Source: an optimization exercise on an open RTL-to-GDS flow (aim: small area). Production flows keep margins and buffers that such runs may drop. Only simulation tests tie the RTL to the original design; equivalence was not proved.

==> try-cedar <==
==> flow/design.v <==
module apb_slave_mem #(
    parameter int unsigned DEPTH       = 256,
    parameter int unsigned WAIT_STATES = 2,
    parameter logic [31:0] BASE_ADDR   = 32'h0
) (
    input  logic        pclk,
    input  logic        rst_n,
    input  logic        psel,
    input  logic        penable,
    input  logic        pwrite,
    input  logic [31:0] paddr,
    input  logic [31:0] pwdata,
    output logic [31:0] prdata,
    output logic        pready,
    output logic        pslverr
);
    localparam int unsigned NR = 16;            
    localparam int unsigned RL = 16;            
    logic [3:0]  r_q;                           
    logic        clr_q;                         
    logic [NR-1:0][RL-1:0][31:0] ring_q;
    logic [3:0]  widx;                          
    logic [3:0]  ring_sel;
    logic        err;
    logic        hit_rd, hit_wr;
    logic        wr_en;
    assign widx     = paddr[5:2];
    assign ring_sel = paddr[9:6];
    assign err      = (paddr[31:10] != 22'h0) || (paddr[1:0] != 2'b00);
    assign hit_rd   = ((widx + r_q) == 4'd0);
    assign hit_wr   = ((widx + r_q) == 4'd15);
    assign wr_en    = psel && penable && pwrite && !err && hit_wr;
    always_ff @(posedge pclk or negedge rst_n) begin
        if (!rst_n) begin
            r_q   <= 4'd0;
            clr_q <= 1'b1;
        end else begin
            r_q   <= r_q + 4'd1;
            if (r_q == 4'd15) clr_q <= 1'b0;
        end
    end
    logic [NR-1:0] ld, keep;
    logic [NR-1:0][31:0] port_d;
    for (genvar j = 0; j < int'(NR); j++) begin : g_ring
        assign ld[j]   = wr_en && (ring_sel == 4'(j));
        assign keep[j] = !ld[j] && !clr_q;
        apb_slave_mem_port u_port (
            .ld(ld[j]), .keep(keep[j]), .wdata(pwdata), .rdata(ring_q[j][RL-1]), .d(port_d[j])
        );
        always_ff @(posedge pclk) begin
            ring_q[j][0] <= port_d[j];
            for (int k = 1; k < int'(RL); k++) begin
                ring_q[j][k] <= ring_q[j][k-1];
            end
        end
    end
    assign pready  = err || (pwrite ? hit_wr : hit_rd);
    assign pslverr = err;
    logic [NR-1:0]       rsel;
    logic [NR-1:0][31:0] rword;
    for (genvar j = 0; j < int'(NR); j++) begin : g_rd
        assign rsel[j]  = (ring_sel == 4'(j));
        assign rword[j] = ring_q[j][0];
    end
    apb_slave_mem_rdmux u_rdmux (.sel(rsel), .word(rword), .q(prdata));
endmodule
module apb_slave_mem_port (
    input  logic        ld,
    input  logic        keep,
    input  logic [31:0] wdata,
    input  logic [31:0] rdata,
    output logic [31:0] d
);
    assign d = (wdata & {32{ld}}) | (rdata & {32{keep}});
endmodule
module apb_slave_mem_rdmux (
    input  logic [15:0]       sel,
    input  logic [15:0][31:0] word,
    output logic [31:0]       q
);
    always_comb begin
        q = 32'h0;
        for (int j = 0; j < 16; j++) q = q | (word[j] & {32{sel[j]}});
    end
endmodule
==> flow/flow/run.sh <==
#!/bin/bash
# Standard layout, with clock tree synthesis that clusters more flip-flops per
# leaf buffer and inserts no dummy loads.
set -euo pipefail
export CTS_ARGS="-sink_clustering_enable -repair_clock_nets -dont_use_dummy_load -sink_clustering_size 22 -sink_clustering_max_diameter 60 -buf_list sky130_fd_sc_hd__buf_12 -root_buf sky130_fd_sc_hd__clkbuf_16"
bash standard.sh > standard.log 2>&1
==> flow/standard.sh <==
#!/bin/bash
# synth_recipe.tcl (not shown) runs the flow's synth.tcl, then flattens the netlist and writes it again
# the make line also repeats each setting of config.mk as NAME=value (left out here)
make -C /OpenROAD-flow-scripts/flow DESIGN_CONFIG=/design/flow/config.mk WORK_HOME=/design/flow/orfs CLKGATE_MAP_FILE= SYNTH_SCRIPT=/design/flow/synth_recipe.tcl "${@:-finish}"
==> flow/config.mk <==
export PLATFORM = sky130hd
export DESIGN_NAME = apb_slave_mem
export DESIGN_NICKNAME = apb_slave_mem
export VERILOG_FILES = /design/flow/design.v
export SDC_FILE = /design/flow/constraint.sdc
export NUM_CORES = 4
export LEC_CHECK = 0
export CAP_MARGIN = 20
export CORE_MARGIN = 2
export CORE_UTILIZATION = 40
export SLEW_MARGIN = 20
export SYNTH_HIERARCHICAL = 1
==> flow/constraint.sdc <==
create_clock -name core_clock -period 12.0 [get_ports {pclk}]
set_input_delay 2.4000 -clock core_clock [delete_from_list [all_inputs] [get_ports {pclk}]]
set_output_delay 2.4000 -clock core_clock [all_outputs]
set_load 0.01 [all_outputs]
==> inputs of try-umber, as changes to try-cedar <==
==> flow/design.v, changed modules only <==
module apb_slave_mem #(
    parameter int unsigned DEPTH       = 256,
    parameter int unsigned WAIT_STATES = 2,
    parameter logic [31:0] BASE_ADDR   = 32'h0
) (
    input  logic        pclk,
    input  logic        rst_n,
    input  logic        psel,
    input  logic        penable,
    input  logic        pwrite,
    input  logic [31:0] paddr,
    input  logic [31:0] pwdata,
    output logic [31:0] prdata,
    output logic        pready,
    output logic        pslverr
);
    localparam int unsigned NR = 16;            
    localparam int unsigned RL = 16;            
    logic [3:0]  r_q;                           
    logic        clr_q;                         
    logic [NR-1:0][RL-1:0][31:0] ring_q;
    logic [3:0]  widx;                          
    logic [3:0]  ring_sel;
    logic        err;
    logic        hit_rd, hit_wr;
    logic        wr_en;
    assign widx     = paddr[5:2];
    assign ring_sel = paddr[9:6];
    assign err      = (paddr[31:10] != 22'h0) || (paddr[1:0] != 2'b00);
    assign hit_rd   = ((widx + r_q) == 4'd0);
    assign hit_wr   = ((widx + r_q) == 4'd15);
    assign wr_en    = psel && penable && pwrite && !err && hit_wr;
    always_ff @(posedge pclk or negedge rst_n) begin
        if (!rst_n) begin
            r_q   <= 4'd0;
            clr_q <= 1'b1;
        end else begin
            r_q   <= r_q + 4'd1;
            if (r_q == 4'd15) clr_q <= 1'b0;
        end
    end
    for (genvar j = 0; j < int'(NR); j++) begin : g_ring
        always_ff @(posedge pclk) begin
            if (wr_en && (ring_sel == 4'(j))) begin
                ring_q[j][0] <= pwdata;
            end else if (clr_q) begin
                ring_q[j][0] <= 32'h0;
            end else begin
                ring_q[j][0] <= ring_q[j][RL-1];
            end
            for (int k = 1; k < int'(RL); k++) begin
                ring_q[j][k] <= ring_q[j][k-1];
            end
        end
    end
    assign pready  = err || (pwrite ? hit_wr : hit_rd);
    assign pslverr = err;
    assign prdata  = ring_q[ring_sel][0];
endmodule
// module apb_slave_mem_port removed
// module apb_slave_mem_rdmux removed
==> flow/run.sh (new file) <==
#!/bin/bash
# synth_recipe.tcl (not shown) runs the flow's synth.tcl, then flattens the netlist and writes it again
# the make line also repeats each setting of config.mk as NAME=value (left out here)
make -C /OpenROAD-flow-scripts/flow DESIGN_CONFIG=/design/flow/config.mk WORK_HOME=/design/flow/orfs CLKGATE_MAP_FILE= SYNTH_SCRIPT=/design/flow/synth_recipe.tcl finish
--- a/flow/config.mk
+++ b/flow/config.mk
@@ -8,5 +8,5 @@
 export CAP_MARGIN = 20
 export CORE_MARGIN = 2
-export CORE_UTILIZATION = 40
+export CORE_UTILIZATION = 70
+export PLACE_DENSITY = 0.8
 export SLEW_MARGIN = 20
-export SYNTH_HIERARCHICAL = 1
removed: flow/flow/run.sh
removed: flow/standard.sh
==> summary of the runs <==
Between try-umber and try-cedar, the lower die area is in try-umber (gap about 40%, measured against try-cedar).
Flip-flop and latch count is the same in try-cedar and try-umber.
Of try-cedar and try-umber, try-cedar has the higher sequential share of layout area (gap 6.9 points).
Of try-umber and try-cedar, try-umber has the higher global-route usage (gap 18 points).
Against try-cedar, the wire length of try-umber is larger by 56%.
In try-umber the setup slack is better than in try-cedar, by 0.95 ns.

==> port drivers added, routing unchanged <==
In the flow no input, the clock included, has a driving cell. The finished layouts below were timed again as built, in two steps.
Step 1 sets driving cells, clkbuf_16 on the clock port and buf_2 on the other inputs (assumed; they add their load-dependent delay and slew).
Step 2 times the ports against the registers' clock, not the clock port: input delays grow and output delays shrink by t, the midpoint of the rising clock arrivals with the driver on.
a / b / c = ideal ports / drivers / drivers and shift; a / b = the first two.
| run | t (ns) | setup slack, ns | slew at the worst register clock pin (ns) | worst data-port slew with drivers (ns) |
|---|---|---|---|---|
| try-cedar | 0.990 | 2.793 / 2.648 / 2.648 | 0.09 / 0.09 | 0.24 |
| try-umber | 1.113 | 3.739 / 3.671 / 3.671 | 0.09 / 0.09 | 0.35 |
After both steps setup and hold are still met in every run listed. For try-cedar, which loses most, drivers alone change the setup slack by -0.145 ns; drivers and shift together by -0.145 ns.
